Background: an optimization exercise with open tools, aiming at small area, a short achievable clock period and few clock cycles per item. Do not read the settings as production practice.
Only simulation tests tie the RTL to the original design; equivalence was not proved.
Power and IR drop assume default switching activity.

<file path="design.v">
`default_nettype none
package rx_phy_pkg;
  localparam logic [7:0] sym_stp = 8'hFB;
  localparam logic [7:0] sym_sdp = 8'h5C;
  localparam logic [7:0] sym_end = 8'hFD;
  localparam logic [7:0] sym_edb = 8'hFE;
endpackage
`default_nettype wire
`timescale 1ns/1ns
`default_nettype none
module rx_symbol_decode (
  input  logic [31:0] data_i,
  input  logic [3:0]  data_k_i,
  output logic [35:0] word_o
);
  always_comb begin
    for (int i = 0; i < 4; i++) begin
      logic [7:0] v;
      logic       s, t, g, f;
      v = data_i[8*i +: 8];
      t = (v == rx_phy_pkg::sym_stp);
      s = t || (v == rx_phy_pkg::sym_sdp);
      g = (v == rx_phy_pkg::sym_end);
      f = s || g || (v == rx_phy_pkg::sym_edb);
      word_o[9*i +: 9] = data_k_i[i] ? {1'b1, v[7:4], t, g, f, s} : {1'b0, v};
    end
  end
endmodule
`default_nettype wire
`timescale 1ns/1ns
`default_nettype none
module rx_data_handler (
  input  logic                  clk_i,
  input  logic                  rst_i,
  input  logic                  phy_link_up_i,
  input  logic                  phy_fifo_empty_i,
  output logic                  phy_fifo_rd_en_o,
  input  logic                  data_valid_i,
  input  logic [31:0]           data_i,
  input  logic [3:0]            data_k_i,
  output logic [31:0]           m_axis_tdata_o,
  output logic [3:0]            m_axis_tkeep_o,
  output logic                  m_axis_tvalid_o,
  output logic                  m_axis_tlast_o,
  output logic [1:0]            m_axis_tuser_o,
  input  logic                  m_axis_tready_i
);
  logic [35:0] word_in;
  rx_symbol_decode i_decode (
    .data_i   (data_i),
    .data_k_i (data_k_i),
    .word_o   (word_in)
  );
  logic [2:0][35:0] b_q;
  logic [2:0]  wp_q, rp_q;
  logic [35:0] w0_q;
  logic [1:0]  wc_q;
  logic        w0v_q;
  logic        rd_ok_q;
  logic        rd_q;
  logic [3:0]  m_q;
  logic        drop_q;
  logic        open_q;
  logic        tlp_q;
  logic [4:0]  hc_q;
  logic [3:0][7:0] acc_q;
  logic [31:0] od_q;
  logic [3:1]  ok_q;
  logic        ol_q;
  logic [1:0]  ou_q;
  logic        ov_q;
  logic            open_n, tlp_n;
  logic [4:0]      hc_n;
  logic [3:0][3:0] tgt;
  logic [3:0]      w_e, w_n;
  logic            emit;
  logic            cut;
  logic [3:0]      rem_m;
  logic [3:1]      e_keep;
  logic            e_last, e_nul, e_tlp;
  logic            quirk;
  logic [3:0]      d, f, s, g, t;
  logic [4:0]      ob, tb;
  logic [4:0][4:0] hb;
  logic [3:0]      ea, eb, em, pay, segn, prior, clash, cutb, go, first;
  logic [4:0]      stopb;
  logic [3:0][3:0] ln;
  logic [3:0]      we_all;
  always_comb begin
    for (int i = 0; i < 4; i++) begin
      d[i] = m_q[i] && !w0_q[9*i+8];
      f[i] = m_q[i] &&  w0_q[9*i+8] && w0_q[9*i+1];
      s[i] = m_q[i] &&  w0_q[9*i+8] && w0_q[9*i];
      g[i] = w0_q[9*i+2];
      t[i] = w0_q[9*i+3];
    end
    ob[0] = open_q;
    hb[0] = hc_q;
    tb[0] = tlp_q;
    for (int i = 0; i < 4; i++) begin
      pay[i]   = d[i] && ob[i];
      ea[i]    = pay[i] && hb[i][4];
      eb[i]    = f[i] && ob[i] && !hb[i][0];
      ln[i]    = ea[i] ? 4'b0001 : hb[i][3:0];
      ob[i+1]  = f[i] ? s[i] : ob[i];
      tb[i+1]  = s[i] ? t[i] : tb[i];
      hb[i+1]  = f[i] ? 5'b00001 : pay[i] ? {ln[i], 1'b0} : hb[i];
    end
    em = ea | eb;
    prior[0] = 1'b0;
    for (int i = 1; i < 4; i++) prior[i] = prior[i-1] || em[i-1];
    segn  = prior | ea;
    first = em & ~prior;
    we_all = '0;
    for (int i = 0; i < 4; i++) begin
      if (pay[i] && !segn[i]) we_all = we_all | ln[i];
    end
    for (int i = 0; i < 4; i++) begin
      clash[i] = pay[i] && segn[i] && ((ln[i] & we_all) != 4'b0000);
      cutb[i]  = (em[i] && prior[i] && !drop_q) || clash[i];
    end
    stopb[0] = 1'b0;
    for (int i = 0; i < 4; i++) stopb[i+1] = stopb[i] || cutb[i];
    go    = ~stopb[4:1];
    cut   = stopb[4];
    rem_m = m_q & stopb[4:1];
    open_n = ob[4];
    hc_n   = hb[4];
    tlp_n  = tb[4];
    for (int i = 3; i >= 0; i--) begin
      if (cutb[i] && !stopb[i]) begin
        open_n = ob[i];
        hc_n   = hb[i];
        tlp_n  = tb[i];
      end
    end
    emit   = em != 4'b0000;
    e_keep = 3'b111;
    e_last = 1'b0;
    e_nul  = 1'b0;
    e_tlp  = tlp_q;
    for (int i = 0; i < 4; i++) begin
      if (first[i]) begin
        e_tlp = tb[i];
        if (eb[i]) begin
          e_keep = {hb[i][4], hb[i][4] | hb[i][3], hb[i][4] | hb[i][3] | hb[i][2]};
          e_last = 1'b1;
          e_nul  = !g[i];
        end
      end
    end
    tgt = '0;
    w_e = '0;
    w_n = '0;
    for (int i = 0; i < 4; i++) begin
      if (pay[i] && (!segn[i] || go[i])) tgt[i] = ln[i];
      if (pay[i] && !segn[i])            w_e = w_e | ln[i];
      if (pay[i] && segn[i] && go[i])    w_n = w_n | ln[i];
    end
  end
  assign quirk = (m_q == 4'b1111) && open_q && hc_q[4] &&
                 !w0_q[8] && w0_q[17] && w0_q[9] && !w0_q[26] && w0_q[35] && w0_q[28];
  logic [3:0][7:0] sel, e_b;
  always_comb begin
    for (int j = 0; j < 4; j++) begin
      sel[j] = '0;
      for (int i = 0; i < 4; i++) begin
        sel[j] = sel[j] | ({8{tgt[i][j]}} & w0_q[9*i +: 8]);
      end
      e_b[j] = w_e[j] ? sel[j] : acc_q[j];
    end
  end
  logic fire, cons;
  always_comb begin
    w0_q = '0;
    for (int k = 0; k < 3; k++) w0_q = w0_q | ({36{rp_q[k]}} & b_q[k]);
  end
  logic [2:0] wc_n;
  assign fire   = w0v_q && (!ov_q || m_axis_tready_i);
  assign cons   = fire && !cut;
  logic [2:0] wc_in, wc_in_rd;
  assign wc_in    = {1'b0, wc_q} + {2'b00, data_valid_i};
  assign wc_in_rd = wc_in + {2'b00, phy_fifo_rd_en_o};
  assign wc_n     = cons ? wc_in - 3'd1 : wc_in;
  assign phy_fifo_rd_en_o = !rst_i && phy_link_up_i && !phy_fifo_empty_i && rd_ok_q;
  always_ff @(posedge clk_i) begin
    if (rst_i) begin
      wc_q    <= 2'd0;
      w0v_q   <= 1'b0;
      wp_q    <= 3'b001;
      rp_q    <= 3'b001;
      rd_q    <= 1'b0;
      rd_ok_q <= 1'b0;
      m_q     <= 4'b1111;
      drop_q  <= 1'b0;
      open_q  <= 1'b0;
      hc_q    <= 5'b00001;
      ov_q    <= 1'b0;
    end else begin
      rd_q    <= phy_fifo_rd_en_o;
      wc_q    <= wc_n[1:0];
      w0v_q   <= cons ? (wc_in > 3'd1) : (wc_in != 3'd0);
      if (data_valid_i) wp_q <= {wp_q[1:0], wp_q[2]};
      if (cons)         rp_q <= {rp_q[1:0], rp_q[2]};
      rd_ok_q <= cons ? (wc_in_rd <= 3'd3) : (wc_in_rd <= 3'd2);
      if (fire) begin
        open_q <= open_n;
        hc_q   <= hc_n;
        m_q    <= cut ? rem_m : 4'b1111;
        drop_q <= cut && quirk;
      end
      ov_q <= (fire && emit) || (ov_q && !m_axis_tready_i);
    end
  end
  always_ff @(posedge clk_i) begin
    for (int k = 0; k < 3; k++) begin
      if (data_valid_i && wp_q[k]) b_q[k] <= word_in;
    end
    if (fire) begin
      tlp_q <= tlp_n;
    end
    for (int j = 0; j < 4; j++) begin
      if (fire && (w_e[j] || w_n[j])) acc_q[j] <= sel[j];
    end
    if (fire && emit) begin
      od_q <= e_b;
      ok_q <= e_keep;
      ol_q <= e_last;
      ou_q <= {e_nul && e_last, e_tlp};
    end
  end
  assign m_axis_tvalid_o = ov_q;
  assign m_axis_tdata_o  = od_q;
  assign m_axis_tkeep_o  = {ok_q, 1'b1};
  assign m_axis_tlast_o  = ol_q;
  assign m_axis_tuser_o  = ou_q;
endmodule
`default_nettype wire
</file>
<file path="run.sh">
#!/bin/bash
# synth_recipe.tcl (not shown) runs the flow's synth.tcl, then flattens the netlist and writes it again
# the make line also repeats each setting of config.mk as NAME=value (left out here)
make -C /OpenROAD-flow-scripts/flow DESIGN_CONFIG=/design/flow/config.mk WORK_HOME=/design/flow/orfs CLKGATE_MAP_FILE= SYNTH_SCRIPT=/design/flow/synth_recipe.tcl finish
</file>
<file path="config.mk">
export PLATFORM = sky130hd
export DESIGN_NAME = rx_data_handler
export DESIGN_NICKNAME = rx_data_handler
export VERILOG_FILES = /design/flow/design.v
export SDC_FILE = /design/flow/constraint.sdc
export NUM_CORES = 4
export LEC_CHECK = 0
export ABC_AREA = 1
export CAP_MARGIN = 20
export CORE_MARGIN = 2
export CORE_UTILIZATION = 40
export CTS_BUF_LIST = sky130_fd_sc_hd__clkbuf_8
export PLACE_DENSITY = 0.6
export SETUP_SLACK_MARGIN = 4.2
export SLEW_MARGIN = 20
</file>
<file path="constraint.sdc">
create_clock -name core_clock -period 8.0 [get_ports {clk_i}]
set_input_delay 1.6000 -clock core_clock [delete_from_list [all_inputs] [get_ports {clk_i}]]
set_output_delay 1.6000 -clock core_clock [all_outputs]
set_load 0.01 [all_outputs]
</file>
==> notes.md, run 1 <==
- Hold path cells: 2
- DR vias: 8956
- Sink Count: 201
- Antenna diodes: 0
- Rows: 58
- Largest net degree at the start of global routing: 39
- DR WL/cell: 18.3 microns
- Die Wd: 165 microns
- Total area of sequential cells: 5830 sq um
- Worst Setup End Kind: primary output
- Worst-case reg-to-reg path depth: 22
- Worst r2r dst: acc_q[0]
- WHS: 0.459 ns
- Cts bufs inserted: 36
- Tcrit/Tclk final: 47.2%
- Clk pin slew, worst setup/hold paths: 0.06 ns
- Count of pins over their slew limit: 0
- Synth Cell Area: 10300 sq um
- Post-Syn Area per Cell: 8.93 sq um
- Crit Path Max Fanout: 11
- Total Routing Usage GR: 22.8%
- CTS root buffer: clkbuf_8
- Crit start category: input pin
- Total congestion overflow: 0
- Top-count cell post-synth: nand2_1
- Slowest cell on the critical path: nor3_2
- Core area: 25300 sq um
- Via/cell ratio: 5.34
- Seq/Total Area, Yosys: 56.3%
- Hold Crit Endpoint: wp_q[0]
- Final ANT Viol Nets: 0
- Top cells by area, synth: edfxtp_1 52%, nand2_1 13%, nand3_1 4.7%
- # H-tree levels: 2
- PwrDens: 384 nW/um^2
- Setup violations, final: 0
- Share of layout cells above drive strength 1: 17.4%
- Area leader, netlist: edfxtp_1
- Worst VDD drop: 0.149 mV
- Clk_skew: 0.0326 ns
- Fmax: 0.265 GHz
- Final WL: 30800 microns
- Status: no timing/DRC/antenna violations
- Syn_nets: 1206
- Net Sw Power: 2.24 mW
- Die height: 165 microns
- Initial Utilization: 40.9%
- Flop2flop setup slack: 4.29 ns
- CP max stage delay: 0.22 ns
- P_int: 2.81 mW
- Later-pin clock latency in the skew report: 0.54 ns
- Max cap viols: 0
- DP HPWL: 21900 microns
- Setup_tns: 0 ns
- Drt drc: 0
- Final layout net count: 1368
- Initial DRC count: 852
- Vias in the first global route: 8430
- Synth async-reset ratio: 0%
- Footprint of the multi-input gates: 4350 sq um
- Worst endpoint required time: 6.40 ns
- Seq pwr share: 29.2%
- First-pass iteration count of the detailed router: 8
- Rel. slew slack: 36.0%
- #FFs+latches synth: 201
- Worst flop-to-flop path startpoint: b_q[8]
- Crit path kind: in2out
- Top cells by count, synth: 364 x nand2_1, 179 x edfxtp_1, 108 x nor2_1, 101 x inv_1, 97 x nand3_1
- Worst hold path type: reg2reg
- # port buffers: 81
- DIE AREA: 27100 sq um
- TritonCTS clock tree: built
- Post-Route Utilization: 52.1%
- First-pass GRT wire length: 46800 microns
- Critical path data arrival time: 2.18 ns
- Initial antenna violation count: 0
- Area share of the largest cell type after synthesis: 52.0%
- Count of different cell masters after synthesis: 52
- Slew @ Worst Pin: 0.960 ns
- Max Root-Sink Buffers: 3
- GP Congestion: 0.972
- Most frequent CP cell: buf_2
- Switching Share: 44.3%
- Clock power frac: 20.0%
- YS warnings: 2
- Post-synth EDFFs: 179
- Hold path startpoint: wp_q[0]
- Ys flop type: edfxtp_1
- Period minus WS final: 3.78 ns
- Combinational fraction of design power: 50.9%
- Filler instances: 2335
- Worst-path cell chain: buf_2, nor3_2, buf_2
- Post-Syn Instances: 1157
- RSZ-0062 raised after global routing: true
- Ports: 83
- Final hold viol count: 0
- P&R area growth vs syn: 27.4%
- Leakage: 5.41 nW
## routing by layer
| layer | up-vias | track usage [%] | routed length, microns | part of all wire (%) |
|---|---|---|---|---|
| met1 | 4168 | 29.9 | 12800 | 42 |
| li1 | 4294 | - | - | - |
| met5 | - | 0 | 0 | 0 |
| met3 | 93 | 4.85 | 2430 | 7.9 |
| met2 | 401 | 36.9 | 14200 | 46 |
| met4 | 0 | 9.57 | 1320 | 4.3 |
## through the flow
step           setup WS [ns]  power [mW]  cells  instance area [sq um]
2_1_floorplan           4.28        2.88   1157                  10300
3_3_place_gp            2.20        3.56   1546                  11400
3_5_place_dp            2.03        3.54   1546                  11400
4_1_cts                 4.22        4.79   1641                  12700
5_1_grt                 4.14        5.35   1677                  13200
6_report                4.22        5.05   1677                  13200
## worst max path at each step
stage	start	endpoint	slack (ns)
floorplan	rst_i	phy_fifo_rd_en_o	4.28
global placement	rp_q[1]	acc_q[20]	2.20
detailed placement	rp_q[1]	acc_q[20]	2.03
CTS	phy_link_up_i	phy_fifo_rd_en_o	4.22
global route	b_q[44]	od_q[0]	4.14
finish	rst_i	phy_fifo_rd_en_o	4.22
## critical path: cells and delay by family
kind,cells,cell delay (ns)
simple gates,1,0.22
buf+inv,2,0.35
## logic make-up after synthesis
family                     synth area share (%)
buffers and inverters                      5.70
and+or+nand+nor                            29.3
adders and majority gates                 0.921
AOI/OAI and AO/OA                          7.59
other                                    0.0363
DFF                                        56.3
muxes                                    0.0969
## flip-flops by register name (all words and copies together) (netlist names), 2 cells and up, named ones only
signal and cells:
acc_q 32, b_q 108, hc_q 5, m_q 3
od_q 32, ok_q 3, ou_q 2, rp_q 3
wc_q 2, wp_q 3
## power by group through the flow
stage | combinational (mW) | sequential [mW] | clock (mW)
2_1_floorplan | 1.40 | 1.48 | 0
3_3_place_gp | 2.05 | 1.50 | 0
3_5_place_dp | 2.04 | 1.50 | 0
4_1_cts | 2.30 | 1.47 | 1.03
5_1_grt | 2.78 | 1.49 | 1.08
6_report | 2.57 | 1.47 | 1.01
## layout make-up
cell class	count	area share, %
multi-input combinational	819	33.1
clock buffer	40	4.18
timing repair buffer	148	10.4
inverter	113	3.34
clock inverter	26	1.63
sequential	201	44.3
tap	330	3.14
## cells in the final DEF, fill, tap and decap left out, drive strengths merged, types with 2 or more instances in the layout
cell type,n
edfxtp,179
nor3,13
a21oi,45
dfxtp,22
clkbuf,40
nand3,105
a22oi,8
clkinv,12
dlygate4sd2,2
a31oi,10
o2111ai,3
o22ai,5
nor2,127
buf,69
nand4,47
inv,123
clkdlybuf4s50,77
ha,6
a22o,2
a211oi,2
o31ai,2
bufinv,4
o21ai,49
nor4,5
nand2,377
## timing repair
item	4_1_cts	5_1_grt
gates resized for setup	77	44
pin swaps	23	37
cloned	4	1
setup buffers	25	35
endpoints found under the setup margin	154	89
hold endpoints to repair	0	0
hold buffers	0	0
Testbench counts, summed over its fixed seeds: cycles 34,759, items 32,299.
==> run 2: changes to the inputs <==
--- a/config.mk
+++ b/config.mk
@@ -11,3 +11,2 @@
 export CORE_UTILIZATION = 40
-export CTS_BUF_LIST = sky130_fd_sc_hd__clkbuf_8
 export PLACE_DENSITY = 0.6
==> run 2 against run 1 <==
Cell count shrank 1.6%. Largest power group unchanged. Via count shrank 1.9%. Critical endpoint unchanged. Fmax is essentially flat. Clock skew shrank 0.017 ns. Global-route usage shrank 0.57 points. Routed wire length shrank 1.6%. Combinational power is essentially flat.
==> notes.md, run 2 <==
- P_int: 2.82 mW (+0.30%)
- Worst-case reg-to-reg path depth: 20 (-9.1%)
- Rel. slew slack: 35.0% (-1.0 points)
- Largest net degree at the start of global routing: 39 (unchanged)
- Worst r2r dst: acc_q[30]
- PwrDens: 382 nW/um^2 (-0.46%)
- CTS root buffer: clkbuf_16
- Via/cell ratio: 5.32 (-0.31%)
- P&R area growth vs syn: 27.8%
- DP HPWL: 21900 microns (unchanged)
- Vias in the first global route: 8227 (-2.4%)
- Core area: 25300 sq um (unchanged)
- Commonest non-fill, non-tap cell in the layout: nand2_1
- Combinational fraction of design power: 51.5% (+0.6 points)
- Worst endpoint required time: 6.40 ns (about the same)
- Top-count cell post-synth: nand2_1
- Final layout net count: 1355 (-0.95%)
- Flip-flop count of the largest register after layout: 108 (unchanged)
- Clock power frac: 19.4% (-0.6 points)
- CTS Hold Bufs: 0 (unchanged)
- Critical path data arrival time: 2.18 ns (about the same)
- Area leader, netlist: edfxtp_1
- Ports: 83 (unchanged)
- Total Routing Usage GR: 22.3% (-0.57 points)
- DR WL/cell: 18.3 microns (about the same)
- # port buffers: 81 (unchanged)
- Synth async-reset ratio: 0% (unchanged)
- Antenna diodes: 0 (unchanged)
- RSZ-0062 raised after global routing: false
- YS warnings: 2 (unchanged)
- Initial antenna violation count: 0 (unchanged)
- Net Sw Power: 2.22 mW (-0.83%)
- Share of layout cells above drive strength 1: 17.2% (-0.19 points)
- Drt drc: 0 (unchanged)
- Setup_tns: 0 ns (unchanged)
- Count of different cell masters after synthesis: 52 (unchanged)
- Final WL: 30300 microns (-1.6%)
- Post-synth EDFFs: 179 (unchanged)
- Later-pin clock latency in the skew report: 0.52 ns (-0.02 ns)
- Crit Path Max Fanout: 11 (unchanged)
- Initial Utilization: 40.9% (unchanged)
- Final hold viol count: 0 (unchanged)
- Syn_nets: 1206 (unchanged)
- Biggest register: b_q
- First-pass iteration count of the detailed router: 7 (-1)
- Sink Count: 201 (unchanged)
- Hold path cells: 2 (unchanged)
- Tcrit/Tclk final: 47.2% (about the same)
- Synth Cell Area: 10300 sq um (unchanged)
- Count of pins over their slew limit: 0 (unchanged)
- Top cells by count, synth: 364 x nand2_1, 179 x edfxtp_1, 108 x nor2_1, 101 x inv_1, 97 x nand3_1
- Worst hold path type: reg2reg
- Clk pin slew, worst setup/hold paths: 0.06 ns (about the same)
- Post-Syn Area per Cell: 8.93 sq um (unchanged)
- Worst Setup End Kind: primary output
- Final ANT Viol Nets: 0 (unchanged)
- Hold path startpoint: wp_q[2]
- Switching Share: 44.0% (-0.28 points)
- Worst flop-to-flop path startpoint: b_q[8]
- Area share of the largest cell type after synthesis: 52.0% (unchanged)
- Die Wd: 165 microns (unchanged)
- Hold Crit Endpoint: wp_q[2]
- Leading cell types in the layout, fill and taps excluded: 343 x nand2_1, 179 x edfxtp_1, 97 x nor2_1, 95 x inv_1, 89 x nand3_1
- Setup violations, final: 0 (unchanged)
- Max Root-Sink Buffers: 3 (unchanged)
- TritonCTS clock tree: built
- Initial DRC count: 937 (+10%)
- Seq pwr share: 29.1% (about the same)
- Slew @ Worst Pin: 0.976 ns (+0.0154 ns)
- Period minus WS final: 3.78 ns (+0.00253 ns)
- Die height: 165 microns (unchanged)
- Leakage: 5.34 nW (-1.3%)
- Crit start category: input pin
- Fmax: 0.265 GHz (about the same)
- GP Congestion: 0.972 (unchanged)
- #FFs+latches synth: 201 (unchanged)
- Cts bufs inserted: 22 (-39%)
- Filler instances: 2319 (-0.69%)
- First-pass GRT wire length: 46100 microns (-1.6%)
- Worst VDD drop: 0.161 mV (+8.2%)
- Power, Total: 5.04 mW (-0.20%)
- DR vias: 8790 (-1.9%)
- Rows: 58 (unchanged)
- Top cells by area, synth: edfxtp_1 52%, nand2_1 13%, nand3_1 4.7%
- Ys flop type: edfxtp_1
- Post-Syn Instances: 1157 (unchanged)
- Clk_skew: 0.0159 ns (-0.0168 ns)
- Seq/Total Area, Yosys: 56.3% (unchanged)
- Crit path kind: in2out
- DIE AREA: 27100 sq um (unchanged)
- # H-tree levels: 1 (-1)
- Max cap viols: 0 (unchanged)
- Biggest regs: b_q x108, acc_q x32, od_q x32
- Total congestion overflow: 0 (unchanged)
- Flop2flop setup slack: 4.32 ns (+0.03 ns)
- Status: no timing/DRC/antenna violations
## run 2: cell counts after synthesis
Identical to the previous run, type by type.
## run 2: cells by family after synthesis
kind of cell               after synthesis  synth area share, %
and+or+nand+nor                        672                 29.3
DFF                                    201                 56.3
buffers and inverters                  142                 5.70
AOI/OAI and AO/OA                      133                 7.59
adders and majority gates                7                0.921
muxes                                    1               0.0969
other                                    1               0.0363
## run 2: timing repair
action	in CTS	in global routing
gates cloned	3	2
setup buffers	24	37
gates resized for setup	74	61
endpoints found under the setup margin	154	97
pin swaps	21	38
## run 2: final cells by class
| class | count | area (sq um) | share of cell area [%] |
|---|---|---|---|
| Clock buffer | 28 | 573 | 4.34 |
| Clock inverter | 11 | 125 | 0.948 |
| Inverter | 113 | 439 | 3.33 |
| Multi-Input combinational cell | 818 | 4380 | 33.2 |
| Sequential cell | 201 | 5830 | 44.2 |
| Tap cell | 330 | 413 | 3.13 |
| Timing Repair Buffer | 150 | 1430 | 10.9 |
## run 2: power groups by stage
stage	clock network (mW)	registers (mW)	logic, mW
2_1_floorplan	0	1.48	1.40
3_3_place_gp	0	1.50	2.05
3_5_place_dp	0	1.50	2.04
4_1_cts	0.998	1.47	2.27
5_1_grt	1.04	1.48	2.81
6_report	0.976	1.47	2.60
## run 2: per-stage QoR
stage               cell area (sq um)  setup slack [ns]  cells  hold WS (ns)  utilization [%]
detailed placement              11400              2.03   1546         0.453             45.3
CTS                             12600              4.20   1612         0.468             49.9
global route                    13200              4.15   1651         0.481             52.3
global placement                11400              2.20   1546         0.439             45.3
finish                          13200              4.22   1651         0.460             52.3
floorplan                       10300              4.28   1157         0.429                -
## run 2: metal layers
| metal | vias to the layer above | global-route usage, % | share of wire [%] |
|---|---|---|---|
| met3 | 84 | 3.84 | 6.8 |
| met4 | 0 | 8.97 | 4.3 |
| li1 | 4270 | - | - |
| met2 | 364 | 36.1 | 46 |
| met5 | - | 0 | 0 |
| met1 | 4072 | 29.8 | 43 |
## run 2: worst max-delay path, stage by stage
cell    delay (ns)
buf_2         0.19
nor3_2        0.22
buf_2         0.16
## run 2: worst max-delay path by stage
stage	startpoint	endpoint	slack [ns]	depth (start not counted)
2_1_floorplan	rst_i	phy_fifo_rd_en_o	4.28	2
3_3_place_gp	rp_q[1]	acc_q[20]	2.20	25
3_5_place_dp	rp_q[1]	acc_q[20]	2.03	23
4_1_cts	rp_q[1]	od_q[0]	4.20	26
5_1_grt	b_q[44]	acc_q[3]	4.15	22
6_report	rst_i	phy_fifo_rd_en_o	4.22	3
==> run 3: changes to the inputs <==
--- a/config.mk
+++ b/config.mk
@@ -10,4 +10,4 @@
 export CORE_MARGIN = 2
-export CORE_UTILIZATION = 40
-export PLACE_DENSITY = 0.6
+export CORE_UTILIZATION = 60
+export PLACE_DENSITY = 0.75
 export SETUP_SLACK_MARGIN = 4.2
==> run 3 against run 2 <==
Combinational power rose by 2%. Worst setup slack better by 0.017 ns. Register-to-register slack worse by 0.08 ns. Total power is 2.2% higher. Fmax up 0.46%. Sequential share of layout area is 0.25 points higher. Synthesized area unchanged. Die area fell by 33%. Worst hold slack better by 0.0075 ns. First-iteration DRC count grew 8.5%. Routed wire length shrank 0.48%. Sequential power about the same.
==> notes.md, run 3 <==
- Share of layout cells above drive strength 1: 17.3% (+0.10 points)
- Worst flop-to-flop path startpoint: b_q[8]
- Area leader, netlist: edfxtp_1
- Final hold viol count: 0 (unchanged)
- YS warnings: 2 (unchanged)
- Power, Total: 5.15 mW (+2.2%)
- Max cap viols: 0 (unchanged)
- Crit path launch: b_q[8]
- CTS root buffer: clkbuf_16
- P&R area growth vs syn: 27.0%
- Setup_tns: 0 ns (unchanged)
- Final layout net count: 1347 (-0.59%)
- Initial DRC count: 1017 (+8.5%)
- Seq/Total Area, Yosys: 56.3% (unchanged)
- Worst endpoint required time: 8.17 ns (+1.77 ns)
- Top cells by area, synth: edfxtp_1 52%, nand2_1 13%, nand3_1 4.7%
- Setup violations, final: 0 (unchanged)
- DIE AREA: 18300 sq um (-33%)
- RSZ-0062 raised after global routing: true
- Crit start category: flop
- Crit path kind: reg2reg
- Total congestion overflow: 0 (unchanged)
- Tcrit/Tclk final: 47.0% (-0.22 points)
- PwrDens: 393 nW/um^2 (+2.8%)
- Leading cell types in the layout, fill and taps excluded: 342 x nand2_1, 179 x edfxtp_1, 98 x nor2_1, 95 x inv_1, 79 x nand3_1
- Post-Syn Area per Cell: 8.93 sq um (unchanged)
- Crit Path Max Fanout: 8 (-3)
- Post-Route Utilization: 78.6% (+26 points)
- First-pass GRT wire length: 44400 microns (-3.7%)
- # H-tree levels: 1 (unchanged)
- DR vias: 9244 (+5.2%)
- Worst hold path type: reg2reg
- Cts bufs inserted: 21 (-4.5%)
- Final ANT Viol Nets: 0 (unchanged)
- Vias in the first global route: 8308 (+0.98%)
- GP Congestion: 1.03 (+6.0%)
- Die height: 135 microns (-18%)
- Fmax: 0.266 GHz (+0.46%)
- Drt drc: 0 (unchanged)
- Total Routing Usage GR: 31.6% (+9.4 points)
- Ports: 83 (unchanged)
- Cell total after placement: 1437 (-7.1%)
- DP HPWL: 20300 microns (-7.3%)
- Worst VDD drop: 0.233 mV (+45%)
- Clk_skew: 0.0123 ns (-0.00354 ns)
- Worst Setup End Kind: flop
- Post-synth EDFFs: 179 (unchanged)
- Initial Utilization: 61.9% (+21 points)
- Flip-flop count of the largest register after layout: 108 (unchanged)
- Rows: 47 (-19%)
- Status: no timing/DRC/antenna violations
- Final WL: 30100 microns (-0.48%)
- Hold path startpoint: wp_q[2]
- Die Wd: 135 microns (-18%)
- Syn_nets: 1206 (unchanged)
- TritonCTS clock tree: built
- Top-count cell post-synth: nand2_1
- Initial antenna violation count: 0 (unchanged)
- Area share of the largest cell type after synthesis: 52.0% (unchanged)
- Commonest non-fill, non-tap cell in the layout: nand2_1
- Antenna diodes: 0 (unchanged)
- Biggest register: b_q
- Core area: 16700 sq um (-34%)
- Biggest regs: b_q x108, acc_q x32, od_q x32
- Clk pin slew, worst setup/hold paths: 0.06 ns (about the same)
- Synth async-reset ratio: 0% (unchanged)
- Worst-case reg-to-reg path depth: 21 (+5.0%)
- Hold path cells: 2 (unchanged)
- CTS Hold Bufs: 0 (unchanged)
- Ys flop type: edfxtp_1
- Sink Count: 201 (unchanged)
- Later-pin clock latency in the skew report: 0.50 ns (-0.02 ns)
- Via/cell ratio: 6.03 (+13%)
- Count of different cell masters after synthesis: 52 (unchanged)
- First-pass iteration count of the detailed router: 6 (-1)
- Post-Syn Instances: 1157 (unchanged)
- Leakage: 5.38 nW (+0.85%)
- Period minus WS final: 3.76 ns (-0.0172 ns)
- Count of pins over their slew limit: 0 (unchanged)
- Largest net degree at the start of global routing: 41 (+5.1%)
- DR WL/cell: 19.7 microns (+7.2%)
- Rel. slew slack: 34.3% (-0.62 points)
- Fin cells: 1533 (-7.1%)
- Top cells by count, synth: 364 x nand2_1, 179 x edfxtp_1, 108 x nor2_1, 101 x inv_1, 97 x nand3_1
- Slew @ Worst Pin: 0.985 ns (+0.00926 ns)
- Synth Cell Area: 10300 sq um (unchanged)
- Max Root-Sink Buffers: 3 (unchanged)
- # port buffers: 81 (unchanged)
- Critical path data arrival time: 3.93 ns (+1.75 ns)
- #FFs+latches synth: 201 (unchanged)
## run 3: kinds of logic after synthesis
family,share of synthesized area [%]
buf+inv,5.70
flops,56.3
compound gates,7.59
simple gates,29.3
other cells,0.0363
fa+ha+maj,0.921
mux,0.0969
## run 3: layout make-up
class | count | area (sq um)
sequential | 201 | 5830
multi-input combinational | 816 | 4410
fill | 1104 | 3580
timing repair buffer | 145 | 1450
clock buffer | 24 | 547
inverter | 113 | 437
tap | 220 | 275
clock inverter | 14 | 181
## run 3: worst max-delay path, cell delays in order, from the launching register on
cell and delay (ns):
edfxtp_1 0.44, nand2_4 0.11, nand3_4 0.13, nor2_4 0.20
nand2_1 0.11, nor2_1 0.10, nor2_1 0.04, a21oi_1 0.22
nor2_4 0.10, o21ai_0 0.26, nor2_2 0.12, nand4_1 0.14
nand2_4 0.09, nand2_1 0.11, nand2_2 0.10, nor2_1 0.12
nor2_1 0.08, nor2_2 0.30, nand2_1 0.17, nand3_1 0.12
nor2_1 0.07, a21oi_4 0.29
## run 3: report_power, final
| group | leakage (nW) | total (mW) | switching, mW | internal [mW] |
|---|---|---|---|---|
| clock network | 0.355 | 1.02 | 0.399 | 0.623 |
| logic | 3.19 | 2.65 | 1.79 | 0.868 |
| registers | 1.84 | 1.48 | 0.0765 | 1.40 |
## run 3: routing by layer
layer	vias to the layer above	routed length, microns	global-route usage [%]
li1	4246	-	-
met1	4234	11300	41.6
met2	623	14300	52.0
met3	141	2810	4.68
met4	0	1640	15.1
met5	-	0	0
## run 3: path summary, 6_finish.rpt
kind	end	slack [ns]
hold / removal	wp_q[2]	0.47
hold reg to reg	wp_q[2]	0.47
setup / recovery	acc_q[3]	4.24
setup reg to reg	acc_q[3]	4.24
## run 3: per-stage QoR
stage	setup slack, ns	hold slack, ns	area, sq um
3_5_place_dp	2.65	0.456	11300
4_1_cts	4.22	0.469	12500
3_3_place_gp	2.83	0.446	11300
6_report	4.24	0.468	13100
2_1_floorplan	4.28	0.429	10300
5_1_grt	4.11	0.488	13100
## run 3: what timing repair did
item	CTS	global route
endpoints found under the setup margin	153	94
resized for setup	68	74
hold endpoints to repair	0	0
cloned	2	4
pin swaps	16	35
buffers inserted	21	31
==> run 4: changes to the inputs <==
--- a/design.v
+++ b/design.v
@@ -193,6 +193,3 @@
       rd_ok_q <= 1'b0;
-      m_q     <= 4'b1111;
-      drop_q  <= 1'b0;
       open_q  <= 1'b0;
-      hc_q    <= 5'b00001;
       ov_q    <= 1'b0;
@@ -207,5 +204,2 @@
         open_q <= open_n;
-        hc_q   <= hc_n;
-        m_q    <= cut ? rem_m : 4'b1111;
-        drop_q <= cut && quirk;
       end
@@ -220,2 +214,10 @@
       tlp_q <= tlp_n;
+      hc_q  <= hc_n;
+    end
+    if (!w0v_q) begin
+      m_q    <= 4'b1111;
+      drop_q <= 1'b0;
+    end else if (fire) begin
+      m_q    <= cut ? rem_m : 4'b1111;
+      drop_q <= cut && quirk;
     end
--- a/config.mk
+++ b/config.mk
@@ -10,4 +10,5 @@
 export CORE_MARGIN = 2
-export CORE_UTILIZATION = 60
-export PLACE_DENSITY = 0.75
+export CORE_UTILIZATION = 40
+export CTS_BUF_LIST = sky130_fd_sc_hd__clkbuf_8
+export PLACE_DENSITY = 0.6
 export SETUP_SLACK_MARGIN = 4.2
==> run 4 against run 3 <==
Critical endpoint is now phy_fifo_rd_en_o. Non-clock buffer count is the same. Sequential power grew 9%. Die area grew 48%. Clock skew grew 0.0035 ns. Highest routed layer unchanged. Critical path depth shrank 17. Synthesized area shrank 0.16%.
==> notes.md, run 4 <==
- Post-Synth Simple-Gate Area: 29.1% (-0.24 points)
- # port buffers: 81 (unchanged)
- Setup_tns: 0 ns (unchanged)
- PwrDens: 452 nW/um^2 (+15%)
- Ports: 83 (unchanged)
- GP Congestion: 0.993 (-3.7%)
- Total congestion overflow: 0 (unchanged)
- Post-synthesis mux area share: 0.0971% (+0.00015 points)
- Later-pin clock latency in the skew report: 0.54 ns (+0.04 ns)
- Crit path kind: in2out
- Post-Syn Instances: 1147 (-0.86%)
- Critical path data arrival time: 2.14 ns (-1.79 ns)
- Hold Crit Endpoint: wp_q[2]
- Vias in the first global route: 8216 (-1.1%)
- Initial DRC count: 890 (-12%)
- Initial antenna violation count: 0 (unchanged)
- Biggest regs: b_q x108, acc_q x32, od_q x32
- Via/cell ratio: 5.40 (-10%)
- Area leader, netlist: edfxtp_1
- Max Root-Sink Buffers: 3 (unchanged)
- Crit Path Max Fanout: 2 (-6)
- #FFs+latches synth: 201 (unchanged)
- Power, Total: 5.89 mW (+14%)
- Largest net degree at the start of global routing: 39 (-4.9%)
- Largest family of logic cells by synthesized area: simple AND/OR/NAND/NOR gates
- Period minus WS final: 3.74 ns (-0.0160 ns)
- Rows: 58 (+23%)
- Top-count cell post-synth: nand2_1
- Post-Synth Adder-Cell Area: 0.922% (+0.0015 points)
- Post-synth EDFFs: 184 (+2.8%)
- Fin cells: 1662 (+8.4%)
- Cell total after placement: 1538 (+7.0%)
- Commonest non-fill, non-tap cell in the layout: nand2_1
- Die height: 165 microns (+22%)
- Drt drc: 0 (unchanged)
- Biggest register: b_q
- Leading cell types in the layout, fill and taps excluded: 364 x nand2_1, 184 x edfxtp_1, 119 x inv_1, 85 x nand3_1, 77 x clkdlybuf4s50_1
- P&R area growth vs syn: 26.3%
- Top cells by area, synth: edfxtp_1 54%, nand2_1 14%, nand3_1 4.5%
- Worst hold path type: reg2reg
- Post-synthesis compound-gate area fraction: 6.99% (-0.61 points)
- Worst endpoint required time: 6.40 ns (-1.77 ns)
- Core area: 25300 sq um (+51%)
- Worst Setup End Kind: primary output
- Worst-path cell chain: dlygate4sd2_1, nand2_1, nor3_2, buf_2
- Crit start category: input pin
- Clk_skew: 0.0158 ns (+0.00348 ns)
- Fmax: 0.267 GHz (+0.43%)
- Total Routing Usage GR: 23.0% (-8.6 points)
- CP max stage delay: 0.19 ns (-0.25 ns)
- Synth async-reset ratio: 0% (unchanged)
- Slowest cell on the critical path: dlygate4sd2_1
- Sink Count: 201 (unchanged)
- Count of different cell masters after synthesis: 46 (-12%)
- Hold path startpoint: wp_q[2]
- WHS: 0.462 ns (-0.00583 ns)
- RSZ-0062 raised after global routing: false
- Syn_nets: 1196 (-0.83%)
- DR WL/cell: 18.9 microns (-3.7%)
- Flip-flop count of the largest register after layout: 108 (unchanged)
- Die Wd: 165 microns (+22%)
- Post-Syn Area per Cell: 8.99 sq um (+0.71%)
- Hold path cells: 2 (unchanged)
- TritonCTS clock tree: built
- Synth Cell Area: 10300 sq um (-0.16%)
- Final layout net count: 1355 (+0.59%)
- Leakage: 5.33 nW (-1.0%)
- Count of pins over their slew limit: 0 (unchanged)
- CTS root buffer: clkbuf_8
- Top cells by count, synth: 384 x nand2_1, 184 x edfxtp_1, 112 x inv_1, 93 x nand3_1, 78 x nor2_1
- Tcrit/Tclk final: 46.8% (-0.20 points)
- Setup violations, final: 0 (unchanged)
- Share of layout cells above drive strength 1: 16.1% (-1.1 points)
- Worst flop-to-flop path startpoint: rp_q[1]
- Ys flop type: edfxtp_1
- Clk pin slew, worst setup/hold paths: 0.05 ns (about the same)
- Rel. slew slack: 41.3% (+6.9 points)
- Final Instance Area: 13000 sq um (-0.70%)
- Final WL: 31500 microns (+4.5%)
- First-pass iteration count of the detailed router: 7 (+1)
- First-pass GRT wire length: 46900 microns (+5.7%)
- Placed cell areas: 11400 sq um (+1.1%)
- Final hold viol count: 0 (unchanged)
- Cts bufs inserted: 36 (+71%)
- Status: no timing/DRC/antenna violations
- Xor and xnor area share after synthesis: 0% (unchanged)
- Worst-case reg-to-reg path depth: 22 (+4.8%)
- Worst r2r dst: hc_q[2]
- Flop2flop setup slack: 4.31 ns (+0.07 ns)
- Seq/Total Area, Yosys: 56.9% (+0.57 points)
- DP HPWL: 21800 microns (+7.6%)
- Final ANT Viol Nets: 0 (unchanged)
- Area share of the largest cell type after synthesis: 53.6% (+1.5 points)
- YS warnings: 2 (unchanged)
- DIE AREA: 27100 sq um (+48%)
- CTS Hold Bufs: 0 (unchanged)
- Antenna diodes: 0 (unchanged)
- Initial Utilization: 40.8% (-21 points)
- # H-tree levels: 2 (+1)
- Worst VDD drop: 0.164 mV (-30%)
- DR vias: 8972 (-2.9%)
- Slew @ Worst Pin: 0.875 ns (-0.109 ns)
- Max cap viols: 0 (unchanged)
==> run 4: per-layer routing <==
metal / GRT usage [%] / vias up / share of wire, %
met2: 37.0 / 432 / 46
met1: 29.9 / 4179 / 41
met4: 10.6 / 0 / 4.4
met3: 5.07 / 111 / 8.4
met5: 0 / - / 0
li1: - / 4250 / -
==> run 4: report_power, final <==
| part | internal (mW) | total [mW] | leakage (nW) | switching (mW) |
|---|---|---|---|---|
| Clock | 0.454 | 0.873 | 0.361 | 0.419 |
| Combinational | 1.11 | 3.40 | 3.12 | 2.29 |
| Sequential | 1.53 | 1.62 | 1.85 | 0.0864 |
| Total | 3.09 | 5.89 | 5.33 | 2.80 |
==> run 4: how the worst max path moves through the flow <==
stage / end / start
6_report: phy_fifo_rd_en_o / phy_link_up_i
3_3_place_gp: acc_q[12] / rp_q[1]
3_5_place_dp: acc_q[0] / rp_q[1]
4_1_cts: acc_q[27] / rp_q[2]
2_1_floorplan: acc_q[10] / b_q[44]
5_1_grt: acc_q[12] / b_q[44]
==> run 4: cells by family (layout without fill, tap and decap cells) <==
logic type / after synthesis / after routing
AOI/OAI and AO/OA: 120 / 120
buffers and inverters: 153 / 335
muxes: 1 / 1
DFF: 201 / 201
and+or+nand+nor: 664 / 667
other: 1 / 1
adders and majority gates: 7 / 7
==> run 4: stage by stage <==
step | setup slack (ns) | utilization [%]
2_1_floorplan | 4.41 | -
3_3_place_gp | 2.28 | 45.3
3_5_place_dp | 2.03 | 45.3
4_1_cts | 4.20 | 50.0
5_1_grt | 4.14 | 51.6
6_report | 4.26 | 51.6
==> run 4: worst max-delay path, delay by kind of cell <==
kind          cells  cell delay (ns)
buf+inv           2             0.35
simple gates      2             0.19
==> run 4: layout make-up <==
class | instances | area [sq um]
clock buffer | 36 | 495
clock inverter | 28 | 153
fill | 2380 | 12200
inverter | 126 | 489
multi-input combinational | 796 | 4190
sequential | 201 | 5880
tap | 330 | 413
timing repair buffer | 145 | 1410
==> run 4: repair_timing <==
action	in CTS	in global routing
endpoints found under the hold margin	0	0
cloned	5	0
pin swaps	19	27
buffers inserted	25	30
gates resized for setup	75	41
endpoints found under the setup margin	160	128
Testbench counts of run 4, summed over its fixed seeds: cycles 34,759, items 32,299.
==> run 5: changes to the inputs <==
--- a/config.mk
+++ b/config.mk
@@ -13,3 +13,3 @@
 export PLACE_DENSITY = 0.6
-export SETUP_SLACK_MARGIN = 4.2
+export SETUP_SLACK_MARGIN = 4.1
 export SLEW_MARGIN = 20
==> run 5 against run 4 <==
First-iteration DRC count is 0.11% lower. Clock skew is 0.00088 ns higher. Clock-buffer cell count stayed put. Cell count is 0.54% lower. Non-clock buffer count is 9 lower. Critical path depth is 1 lower. Total power is 0.79% lower. Die area stayed put. Critical endpoint unchanged. Highest routed layer unchanged.
==> notes.md, run 5 <==
- CTS Hold Bufs: 0 (unchanged)
- Seq pwr share: 27.6% (+0.2 points)
- Cts bufs inserted: 36 (unchanged)
- Count of different cell masters after synthesis: 46 (unchanged)
- Final WL: 31400 microns (-0.32%)
- Final layout net count: 1346 (-0.66%)
- Tcrit/Tclk final: 47.8% (+0.95 points)
- Seq/Total Area, Yosys: 56.9% (unchanged)
- Total congestion overflow: 0 (unchanged)
- Initial Utilization: 40.8% (unchanged)
- Pre-CTS setup slack: 2.03 ns (unchanged)
- Count of pins over their slew limit: 0 (unchanged)
- Combinational fraction of design power: 57.5% (-0.3 points)
- Final setup margin: 4.18 ns (-0.0763 ns)
- Share of layout cells above drive strength 1: 14.9% (-1.3 points)
- Post-Syn Area per Cell: 8.99 sq um (unchanged)
- Synth async-reset ratio: 0% (unchanged)
- Flip-flop count of the largest register after layout: 108 (unchanged)
- Switching Share: 47.6% (+0.11 points)
- Ys flop type: edfxtp_1
- Setup_tns: 0 ns (unchanged)
- Setup violations, final: 0 (unchanged)
- Later-pin clock latency in the skew report: 0.54 ns (about the same)
- Leakage: 5.29 nW (-0.68%)
- First-pass GRT wire length: 46600 microns (-0.69%)
- Worst endpoint required time: 6.40 ns (about the same)
- Crit Path Max Fanout: 6 (+4)
- Leading cell types in the layout, fill and taps excluded: 368 x nand2_1, 184 x edfxtp_1, 119 x inv_1, 88 x nand3_1, 77 x clkdlybuf4s50_1
- Rows: 58 (unchanged)
- Synth Cell Area: 10300 sq um (unchanged)
- CTS root buffer: clkbuf_8
- First-pass iteration count of the detailed router: 8 (+1)
- Worst VDD drop: 0.158 mV (-3.6%)
- Power, Total: 5.84 mW (-0.79%)
- Rel. slew slack: 44.2% (+3.0 points)
- Gr busiest metal: met2
- Post-synth EDFFs: 184 (unchanged)
- Commonest non-fill, non-tap cell in the layout: nand2_1
- Placed cell areas: 11400 sq um (unchanged)
- Area leader, netlist: edfxtp_1
- Status: no timing/DRC/antenna violations
- DIE AREA: 27100 sq um (unchanged)
- GP Congestion: 0.993 (unchanged)
- Final Instance Area: 12900 sq um (-0.76%)
- Core area: 25300 sq um (unchanged)
- Top-count cell post-synth: nand2_1
- Die height: 165 microns (unchanged)
- Sink Count: 201 (unchanged)
- Initial DRC count: 889 (-0.11%)
- Via/cell ratio: 5.47 (+1.3%)
- DR vias: 9037 (+0.72%)
- YS warnings: 2 (unchanged)
- #FFs+latches synth: 201 (unchanged)
- Post-Syn Instances: 1147 (unchanged)
- Area share of the largest cell type after synthesis: 53.6% (unchanged)
- Crit path kind: in2out
- Vias in the first global route: 8167 (-0.60%)
- Met1 usage: 29.9% (about the same)
- Largest net degree at the start of global routing: 39 (unchanged)
- DP HPWL: 21800 microns (unchanged)
- RSZ-0062 raised after global routing: false
- # port buffers: 81 (unchanged)
- Die Wd: 165 microns (unchanged)
- Crit start category: input pin
- Biggest regs: b_q x108, acc_q x32, od_q x32
- Clock power frac: 14.9% (about the same)
- P_int: 3.06 mW (-1.0%)
- TritonCTS clock tree: built
- Syn_nets: 1196 (unchanged)
- Net Sw Power: 2.78 mW (-0.56%)
- Fmax: 0.262 GHz (-2.0%)
- Worst Setup End Kind: primary output
- Period minus WS final: 3.82 ns (+0.0763 ns)
- Slew @ Worst Pin: 0.831 ns (-0.0443 ns)
- Met2 Usage GRT: 36.2% (-0.70 points)
- Antenna diodes: 0 (unchanged)
- Initial antenna violation count: 0 (unchanged)
- Max Root-Sink Buffers: 3 (unchanged)
- Biggest register: b_q
- Clk pin slew, worst setup/hold paths: 0.05 ns (about the same)
- PwrDens: 452 nW/um^2 (about the same)
- GR Layer Usage met3: 5.05% (-0.025 points)
- DR WL/cell: 19.0 microns (+0.22%)
- Critical path data arrival time: 2.22 ns (+0.08 ns)
- Drt drc: 0 (unchanged)
- # H-tree levels: 2 (unchanged)
- Final hold viol count: 0 (unchanged)
- Ports: 83 (unchanged)
- Top cells by count, synth: 384 x nand2_1, 184 x edfxtp_1, 112 x inv_1, 93 x nand3_1, 78 x nor2_1
- Total Routing Usage GR: 22.9% (-0.12 points)
- Clk_skew: 0.0167 ns (+0.000881 ns)
- Top cells by area, synth: edfxtp_1 54%, nand2_1 14%, nand3_1 4.5%
- Max cap viols: 0 (unchanged)
- P&R area growth vs syn: 25.4%
- Worst hold path type: reg2reg
- Final ANT Viol Nets: 0 (unchanged)
[run 5: cell counts after synthesis]
No cell type changed its count.
[run 5: power groups by stage]
stage	clock (mW)	sequential (mW)	combinational, mW
5_1_grt	0.938	1.63	3.62
2_1_floorplan	0	1.65	1.79
3_3_place_gp	0	1.63	2.74
3_5_place_dp	0	1.63	2.74
6_report	0.871	1.61	3.36
4_1_cts	0.892	1.62	3.04
[run 5: cell type report]
| type | count | area, sq um |
|---|---|---|
| Fill cell | 2391 | 12300 |
| Sequential cell | 201 | 5880 |
| Multi-Input combinational cell | 796 | 4160 |
| Timing Repair Buffer | 136 | 1350 |
| Clock buffer | 36 | 495 |
| Inverter | 126 | 487 |
| Tap cell | 330 | 413 |
| Clock inverter | 28 | 153 |
[run 5: stage by stage]
step / hold WS (ns) / util (%) / std cells
4_1_cts: 0.462 / 49.5 / 1623
3_5_place_dp: 0.449 / 45.3 / 1538
6_report: 0.463 / 51.2 / 1653
2_1_floorplan: 0.427 / - / 1147
3_3_place_gp: 0.449 / 45.3 / 1538
5_1_grt: 0.508 / 51.2 / 1653
[run 5: worst max-delay path, cell delays in order]
cell	delay (ns)
clkdlybuf4s15_2	0.26
nor3_4	0.21
buf_2	0.15
[run 5: cells by family after synthesis]
kind of cell	Yosys count	synth area share (%)
AND/OR/NAND/NOR	664	29.1
buffers and inverters	153	5.98
multiplexers	1	0.0971
adder cells (fa/ha/maj)	7	0.922
flip-flops	201	56.9
AO/OA/AOI/OAI	120	6.99
other	1	0.0364
[run 5: final timing paths]
| check | slack (ns) | cells after the start | endpoint | start |
|---|---|---|---|---|
| worst max-delay path | 4.18 | 3 | phy_fifo_rd_en_o | rst_i |
| worst min-delay path | 0.46 | 2 | wp_q[2] | wp_q[2] |
| worst max register to register | 4.21 | 23 | hc_q[2] | b_q[44] |
| worst min register to register | 0.46 | 2 | wp_q[2] | wp_q[2] |
[run 5: layer usage]
metal	wire [microns]	vias up
met4	1640	0
met2	14300	475
met5	0	-
met1	12900	4196
li1	-	4241
met3	2630	125
[run 5: timing repair]
action	CTS	global route
setup buffers	17	29
cloned	4	1
setup endpoints to repair	159	135
gates resized for setup	58	45
pin swaps	14	26
==> run 6: changes to the inputs <==
--- a/config.mk
+++ b/config.mk
@@ -13,3 +13,3 @@
 export PLACE_DENSITY = 0.6
-export SETUP_SLACK_MARGIN = 4.1
+export SETUP_SLACK_MARGIN = 4.4
 export SLEW_MARGIN = 20
==> run 6 against run 5 <==
Combinational power grew about 10%. Non-clock buffer count grew 23. Sequential share of layout area shrank 1.8 points. Via count grew 1.6%. Sequential power is essentially flat. Synthesized area is the same. Critical path depth grew 1. Clock-buffer cell count is the same. Flip-flop and latch count is the same. Core utilization grew 2.1 points. Largest cell class unchanged.
==> notes.md, run 6 <==
- Core area: 25300 sq um (unchanged)
- Ports: 83 (unchanged)
- Hold path startpoint: wp_q[2]
- DP HPWL: 21800 microns (unchanged)
- Flop2flop setup slack: 4.38 ns (+0.17 ns)
- Biggest register: b_q
- DR WL/cell: 19.2 microns (+1.1%)
- Largest net degree at the start of global routing: 39 (unchanged)
- Later-pin clock latency in the skew report: 0.53 ns (about the same)
- Ys flop type: edfxtp_1
- Leakage: 5.48 nW (+3.6%)
- Drt drc: 0 (unchanged)
- Top-count cell post-synth: nand2_1
- Initial Utilization: 40.8% (unchanged)
- Worst endpoint required time: 6.40 ns (about the same)
- Placed cell areas: 11400 sq um (unchanged)
- Sink Count: 201 (unchanged)
- Leading cell types in the layout, fill and taps excluded: 342 x nand2_1, 184 x edfxtp_1, 112 x inv_1, 82 x nand3_1, 77 x clkdlybuf4s50_1
- Commonest non-fill, non-tap cell in the layout: nand2_1
- # port buffers: 81 (unchanged)
- Setup violations, final: 0 (unchanged)
- Post-Route Utilization: 53.3% (+2.1 points)
- Tcrit/Tclk final: 45.5% (-2.3 points)
- Max cap viols: 0 (unchanged)
- Power, Total: 6.20 mW (+6.1%)
- TritonCTS clock tree: built
- YS warnings: 2 (unchanged)
- Worst flop-to-flop path startpoint: b_q[80]
- Area share of the largest cell type after synthesis: 53.6% (unchanged)
- Post-Syn Instances: 1147 (unchanged)
- Status: no timing/DRC/antenna violations
- Setup_tns: 0 ns (unchanged)
- DIE AREA: 27100 sq um (unchanged)
- Rel. slew slack: 42.6% (-1.7 points)
- Top cells by count, synth: 384 x nand2_1, 184 x edfxtp_1, 112 x inv_1, 93 x nand3_1, 78 x nor2_1
- First-pass GRT wire length: 47300 microns (+1.6%)
- Clk_skew: 0.0142 ns (-0.00251 ns)
- Initial antenna violation count: 0 (unchanged)
- Final Instance Area: 13500 sq um (+4.1%)
- Final WL: 32200 microns (+2.5%)
- P&R area growth vs syn: 30.5%
- CTS Hold Bufs: 0 (unchanged)
- Delay-heaviest family, CP: buffers and inverters
- # H-tree levels: 2 (unchanged)
- Crit Path Max Fanout: 2 (-4)
- Share of layout cells above drive strength 1: 20.6% (+5.7 points)
- Hold Crit Endpoint: wp_q[2]
- Period minus WS final: 3.64 ns (-0.182 ns)
- Total congestion overflow: 0 (unchanged)
- DR vias: 9184 (+1.6%)
- Initial DRC count: 1050 (+18%)
- Critical path data arrival time: 2.04 ns (-0.18 ns)
- Buf/Inv on CP: 2 (unchanged)
- Antenna diodes: 0 (unchanged)
- Slew @ Worst Pin: 0.856 ns (+0.0246 ns)
- Final layout net count: 1370 (+1.8%)
- Final ANT Viol Nets: 0 (unchanged)
- Count of pins over their slew limit: 0 (unchanged)
- Fmax: 0.275 GHz (+5.0%)
- Post-synth EDFFs: 184 (unchanged)
- Critical Path Stages: 4 (+1)
- Clk pin slew, worst setup/hold paths: 0.05 ns (about the same)
- Max Root-Sink Buffers: 3 (unchanged)
- Hold path cells: 2 (unchanged)
- Die Wd: 165 microns (unchanged)
- Crit start category: input pin
- First-pass iteration count of the detailed router: 6 (-2)
- Count of different cell masters after synthesis: 46 (unchanged)
- Via/cell ratio: 5.48 (+0.17%)
- Crit path kind: in2out
- Worst VDD drop: 0.188 mV (+19%)
- Synth async-reset ratio: 0% (unchanged)
- Worst hold path type: reg2reg
- Synth Cell Area: 10300 sq um (unchanged)
- Total Routing Usage GR: 23.3% (+0.36 points)
- Cts bufs inserted: 36 (unchanged)
- Syn_nets: 1196 (unchanged)
- Seq/Total Area, Yosys: 56.9% (unchanged)
- Top cells by area, synth: edfxtp_1 54%, nand2_1 14%, nand3_1 4.5%
- Flip-flop count of the largest register after layout: 108 (unchanged)
- Crit path launch: phy_link_up_i
- Post-Syn Area per Cell: 8.99 sq um (unchanged)
- Area leader, netlist: edfxtp_1
- Worst-path cell chain: buf_6, nand2_4, nor3_4, buf_2
- CP max stage delay: 0.16 ns (-0.10 ns)
- Biggest regs: b_q x108, acc_q x32, od_q x32
- PwrDens: 461 nW/um^2 (+2.0%)
- CTS root buffer: clkbuf_8
- Slowest cell on the critical path: nor3_4
- Vias in the first global route: 8315 (+1.8%)
- #FFs+latches synth: 201 (unchanged)
- Final hold viol count: 0 (unchanged)
- Die height: 165 microns (unchanged)
- GP Congestion: 0.993 (unchanged)
- Worst Setup End Kind: primary output
- Worst r2r dst: acc_q[12]
- Rows: 58 (unchanged)
- Worst-case reg-to-reg path depth: 23 (unchanged)
- RSZ-0062 raised after global routing: true
==> run 6: cell count changes in the layout (fill, tap and decap cells not counted), sizes merged <==
cell	before	now
buf	54	80
nor2	93	94
dlygate4sd2	2	0
clkdlybuf4s15	1	0
==> run 6: area by class of cell <==
type                    count  area (sq um)
fillers                  2332         11800
flip-flops and latches    201          5880
multi-input cells         797          4440
repair buffers            159          1580
clock buffers              36           495
inverters                 126           495
well taps                 330           413
clock inverters            28           153
==> run 6: metal layers <==
metal | GRT usage, % | wire length (microns) | up-vias
met5 | 0 | 0 | -
li1 | - | - | 4296
met4 | 10.8 | 1610 | 0
met2 | 37.8 | 14900 | 498
met1 | 30.0 | 13000 | 4270
met3 | 4.85 | 2710 | 120
==> run 6: kinds of logic (layout without fill, tap and decap cells) <==
logic type | Yosys count | after routing | synth area share, %
buf+inv | 153 | 349 | 5.98
other cells | 1 | 1 | 0.0364
compound gates | 120 | 120 | 6.99
simple gates | 664 | 668 | 29.1
flops | 201 | 201 | 56.9
fa+ha+maj | 7 | 7 | 0.922
mux | 1 | 1 | 0.0971
==> run 6: worst max-delay path by stage <==
| stage | endpoint |
|---|---|
| after global placement | acc_q[12] |
| after global routing | acc_q[12] |
| after CTS | phy_fifo_rd_en_o |
| final | phy_fifo_rd_en_o |
| after floorplan | acc_q[10] |
| after detailed placement | acc_q[0] |
==> run 6: what timing repair did <==
| item | CTS | global route |
|---|---|---|
| gates resized for setup | 123 | 80 |
| hold endpoints to repair | 0 | 0 |
| gates cloned | 5 | 1 |
| endpoints found under the setup margin | 161 | 131 |
| pin swaps | 41 | 50 |
| setup buffers | 47 | 22 |
==> run 6: report_power, final <==
group / switching, mW / internal, mW / leakage, nW
clock: 0.417 / 0.454 / 0.361
combinational: 2.43 / 1.28 / 3.27
sequential: 0.0892 / 1.53 / 1.85
total: 2.94 / 3.26 / 5.48
==> run 6: worst register-to-register path, cell delays in order (launching register included) <==
cell and delay, ns:
edfxtp_1 0.42, nand2_2 0.14, nand3_4 0.12, nand4_1 0.14, buf_4 0.14, nand2_4 0.05, nor2_4 0.19, buf_6 0.14
o21ai_4 0.06, nand2_4 0.10, buf_6 0.11, buf_12 0.09, nor3_4 0.04, nor3_2 0.20, nand2_2 0.12, nand2_2 0.10
nand2_4 0.06, o21bai_4 0.16, nand2_4 0.10, nor2_8 0.14, nand2_4 0.08, nor2_4 0.20, nand2_2 0.10, a21oi_4 0.30
==> run 6: per-stage QoR <==
stage	hold WS (ns)	std cells	worst slack (ns)
6_report	0.460	1677	4.36
5_1_grt	0.504	1677	4.27
4_1_cts	0.459	1654	4.36
3_5_place_dp	0.449	1538	2.03
3_3_place_gp	0.449	1538	2.28
2_1_floorplan	0.427	1147	4.41
==> run 7: changes to the inputs <==
--- a/config.mk
+++ b/config.mk
@@ -12,2 +12,3 @@
 export CTS_BUF_LIST = sky130_fd_sc_hd__clkbuf_8
+export GPL_TIMING_DRIVEN = 0
 export PLACE_DENSITY = 0.6
==> run 7 against run 6 <==
First-iteration DRC count shrank 38%. Largest cell class unchanged. Highest routed layer unchanged. Sequential power is essentially flat. Clock skew grew 0.0036 ns.
==> notes.md, run 7 <==
- DP HPWL: 21300 microns (-2.3%)
- First-pass GRT wire length: 45700 microns (-3.4%)
- Biggest regs: b_q x108, acc_q x32, od_q x32
- Cell total after placement: 1561 (+1.5%)
- Max Root-Sink Buffers: 3 (unchanged)
- Syn_nets: 1196 (unchanged)
- Slowest cell on the critical path: nor3_4
- Worst VDD drop: 0.185 mV (-1.7%)
- Vias in the first global route: 8469 (+1.9%)
- Pre-CTS setup slack: 3.34 ns (+1.31 ns)
- Seq pwr share: 26.5% (+0.4 points)
- Count of pins over their slew limit: 0 (unchanged)
- Clock power frac: 13.9% (about the same)
- Share of layout cells above drive strength 1: 21.6% (+0.99 points)
- DR WL/cell: 17.6 microns (-8.4%)
- Status: no timing/DRC/antenna violations
- #FFs+latches synth: 201 (unchanged)
- Max cap viols: 0 (unchanged)
- Final Instance Area: 13500 sq um (about the same)
- PwrDens: 450 nW/um^2 (-2.3%)
- Initial DRC count: 648 (-38%)
- Via/cell ratio: 5.34 (-2.4%)
- DIE AREA: 27100 sq um (unchanged)
- Seq/Total Area, Yosys: 56.9% (unchanged)
- Placed cell areas: 11600 sq um (+1.4%)
- Synth Cell Area: 10300 sq um (unchanged)
- Switching Share: 46.4% (-1.0 points)
- Clk pin slew, worst setup/hold paths: 0.06 ns (about the same)
- Crit Path Max Fanout: 2 (unchanged)
- Antenna diodes: 0 (unchanged)
- CTS root buffer: clkbuf_8
- Worst-path cell chain: buf_6, nand2_4, nor3_4, buf_2
- Setup violations, final: 0 (unchanged)
- TritonCTS clock tree: built
- Total Routing Usage GR: 22.0% (-1.3 points)
- Synth async-reset ratio: 0% (unchanged)
- Ys flop type: edfxtp_1
- Biggest register: b_q
- Commonest non-fill, non-tap cell in the layout: nand2_1
- Drt drc: 0 (unchanged)
- Initial Utilization: 40.8% (unchanged)
- Post-Syn Area per Cell: 8.99 sq um (unchanged)
- Worst endpoint required time: 6.40 ns (about the same)
- Final setup margin: 4.37 ns (+0.00788 ns)
- Count of different cell masters after synthesis: 46 (unchanged)
- Area leader, netlist: edfxtp_1
- Tcrit/Tclk final: 45.4% (-0.099 points)
- Final layout net count: 1382 (+0.88%)
- Core area: 25300 sq um (unchanged)
- Ports: 83 (unchanged)
- Post-synth EDFFs: 184 (unchanged)
- Clk_skew: 0.0178 ns (+0.00365 ns)
- Delay-heaviest family, CP: buffers and inverters
- Combinational fraction of design power: 59.6% (-0.3 points)
- Final ANT Viol Nets: 0 (unchanged)
- P&R area growth vs syn: 30.5% (about the same)
- # H-tree levels: 2 (unchanged)
- Top-count cell post-synth: nand2_1
- Fmax: 0.275 GHz (+0.22%)
- Worst Setup End Kind: primary output
- Fin cells: 1685 (+0.48%)
- DR vias: 9003 (-2.0%)
- Top cells by count, synth: 384 x nand2_1, 184 x edfxtp_1, 112 x inv_1, 93 x nand3_1, 78 x nor2_1
- Die Wd: 165 microns (unchanged)
- P_int: 3.25 mW (-0.45%)
- # port buffers: 81 (unchanged)
- Crit start category: input pin
- Worst hold path type: reg2reg
- GP Congestion: 0.952 (-4.1%)
- CP max stage delay: 0.16 ns (about the same)
- First-pass iteration count of the detailed router: 6 (unchanged)
- Initial antenna violation count: 0 (unchanged)
- Flop2flop setup slack: 4.42 ns (+0.04 ns)
- Sink Count: 201 (unchanged)
- Flip-flop count of the largest register after layout: 108 (unchanged)
- Buf/Inv on CP: 2 (unchanged)
- Area share of the largest cell type after synthesis: 53.6% (unchanged)
- Die height: 165 microns (unchanged)
- Period minus WS final: 3.63 ns (-0.00788 ns)
- YS warnings: 2 (unchanged)
- Total congestion overflow: 0 (unchanged)
- Leakage: 5.52 nW (+0.60%)
- RSZ-0062 raised after global routing: true
- Net Sw Power: 2.81 mW (-4.4%)
- Post-Syn Instances: 1147 (unchanged)
- Setup_tns: 0 ns (unchanged)
- Rel. slew slack: 45.9% (+3.4 points)
- Cts bufs inserted: 35 (-2.8%)
- Largest net degree at the start of global routing: 39 (unchanged)
- Critical path data arrival time: 2.03 ns (about the same)
- Rows: 58 (unchanged)
- Top cells by area, synth: edfxtp_1 54%, nand2_1 14%, nand3_1 4.5%
- Leading cell types in the layout, fill and taps excluded: 337 x nand2_1, 184 x edfxtp_1, 110 x inv_1, 77 x clkdlybuf4s50_1, 74 x nand3_1
- Final WL: 29600 microns (-8.0%)
- Final hold viol count: 0 (unchanged)
- WHS: 0.459 ns (-0.000191 ns)
- Later-pin clock latency in the skew report: 0.53 ns (about the same)
- Slew @ Worst Pin: 0.805 ns (-0.0502 ns)
- Crit path kind: in2out
-- run 7: cell counts after synthesis --
Identical to the previous run, type by type.
-- run 7: kinds of logic after synthesis --
logic type,synth area share [%]
AND/OR/NAND/NOR,29.1
flip-flops,56.9
buffers and inverters,5.98
AO/OA/AOI/OAI,6.99
adder cells (fa/ha/maj),0.922
multiplexers,0.0971
other,0.0364
-- run 7: final timing paths --
kind,cells after the start,to,start
worst max-delay path,4,phy_fifo_rd_en_o,phy_link_up_i
worst min-delay path,2,drop_q,w0v_q
worst max register to register,26,od_q[19],rp_q[1]
worst min register to register,2,drop_q,w0v_q
-- run 7: tightest hold or removal path: cells and delay by family (launching register included) --
kind | cells | cell delay, ns
DFF | 1 | 0.31
buffers and inverters | 1 | 0.07
AOI/OAI and AO/OA | 1 | 0.04
-- run 7: metrics by stage --
step | util [%] | total power [mW]
detailed placement | 46.0 | 4.36
CTS | 51.2 | 5.63
global placement | 45.7 | 4.36
finish | 53.3 | 6.06
floorplan | - | 3.44
global route | 53.3 | 6.46
-- run 7: layer usage --
| metal | GRT usage, % | vias to the layer above | part of all wire, % |
|---|---|---|---|
| li1 | - | 4305 | - |
| met1 | 29.6 | 4250 | 43 |
| met2 | 35.4 | 369 | 47 |
| met3 | 3.99 | 79 | 6.9 |
| met4 | 8.66 | 0 | 3.4 |
| met5 | 0 | - | 0 |
-- run 7: layout make-up --
cell class	count	area, sq um
Sequential cell	201	5870
Clock inverter	24	133
Fill cell	2340	11800
Inverter	126	493
Clock buffer	35	482
Timing Repair Buffer	149	1430
Multi-Input combinational cell	793	4420
Tap cell	330	413
Buffer	27	223
-- run 7: timing repair --
| item | in CTS | in global routing |
|---|---|---|
| hold endpoints to repair | 0 | 0 |
| setup buffers | 37 | 28 |
| setup endpoints to repair | 138 | 138 |
| pin swaps | 41 | 61 |
| hold buffers | 0 | 0 |
| gates resized for setup | 126 | 83 |
-- run 7: power by group through the flow --
| stage | registers (mW) | clock network, mW | logic (mW) |
|---|---|---|---|
| after floorplan | 1.65 | 0 | 1.79 |
| after global placement | 1.62 | 0 | 2.74 |
| after detailed placement | 1.62 | 0 | 2.75 |
| after CTS | 1.61 | 0.866 | 3.16 |
| after global routing | 1.62 | 0.911 | 3.92 |
| final | 1.61 | 0.842 | 3.61 |

## afterwards: timing with drivers on the ports
In the flow no input, the clock included, has a driving cell. The finished layouts below were timed again as built, in two steps.
Step 1 (the two cells are an assumption about what drives the block):
set clk [get_ports {clk_i}]
set_driving_cell -lib_cell sky130_fd_sc_hd__clkbuf_16 $clk
set_driving_cell -lib_cell sky130_fd_sc_hd__buf_2 [delete_from_list [all_inputs] $clk]
Step 2 adds t to the input delays and takes it off the output delays; t is the mean of the earliest and latest rising clock arrival at the registers after step 1. Input paths then give back, and output paths get back, about the clock's delay inside the block.
Slacks: ideal / step 1 / step 2; pairs: ideal / step 1.
| run | t (ns) | setup slack, ns | worst data-port slew with drivers (ns) | pins driven straight from the clock port |
|---|---|---|---|---|
| run 1 | 0.568 | 4.225 / 4.207 / 3.985 | 0.03 | 1 |
| run 2 | 0.556 | 4.222 / 4.205 / 4.013 | 0.03 | 1 |
| run 3 | 0.545 | 4.240 / 4.237 / 3.999 | 0.06 | 1 |
| run 4 | 0.581 | 4.256 / 4.234 / 3.992 | 0.04 | 1 |
| run 5 | 0.576 | 4.179 / 4.159 / 4.004 | 0.04 | 1 |
| run 6 | 0.574 | 4.361 / 4.319 / 3.996 | 0.06 | 1 |
| run 7 | 0.565 | 4.369 / 4.328 / 4.148 | 0.06 | 1 |
After both steps setup and hold are still met in every run listed. For run 6, which loses most, drivers alone change the setup slack by -0.042 ns; drivers and shift together by -0.365 ns.
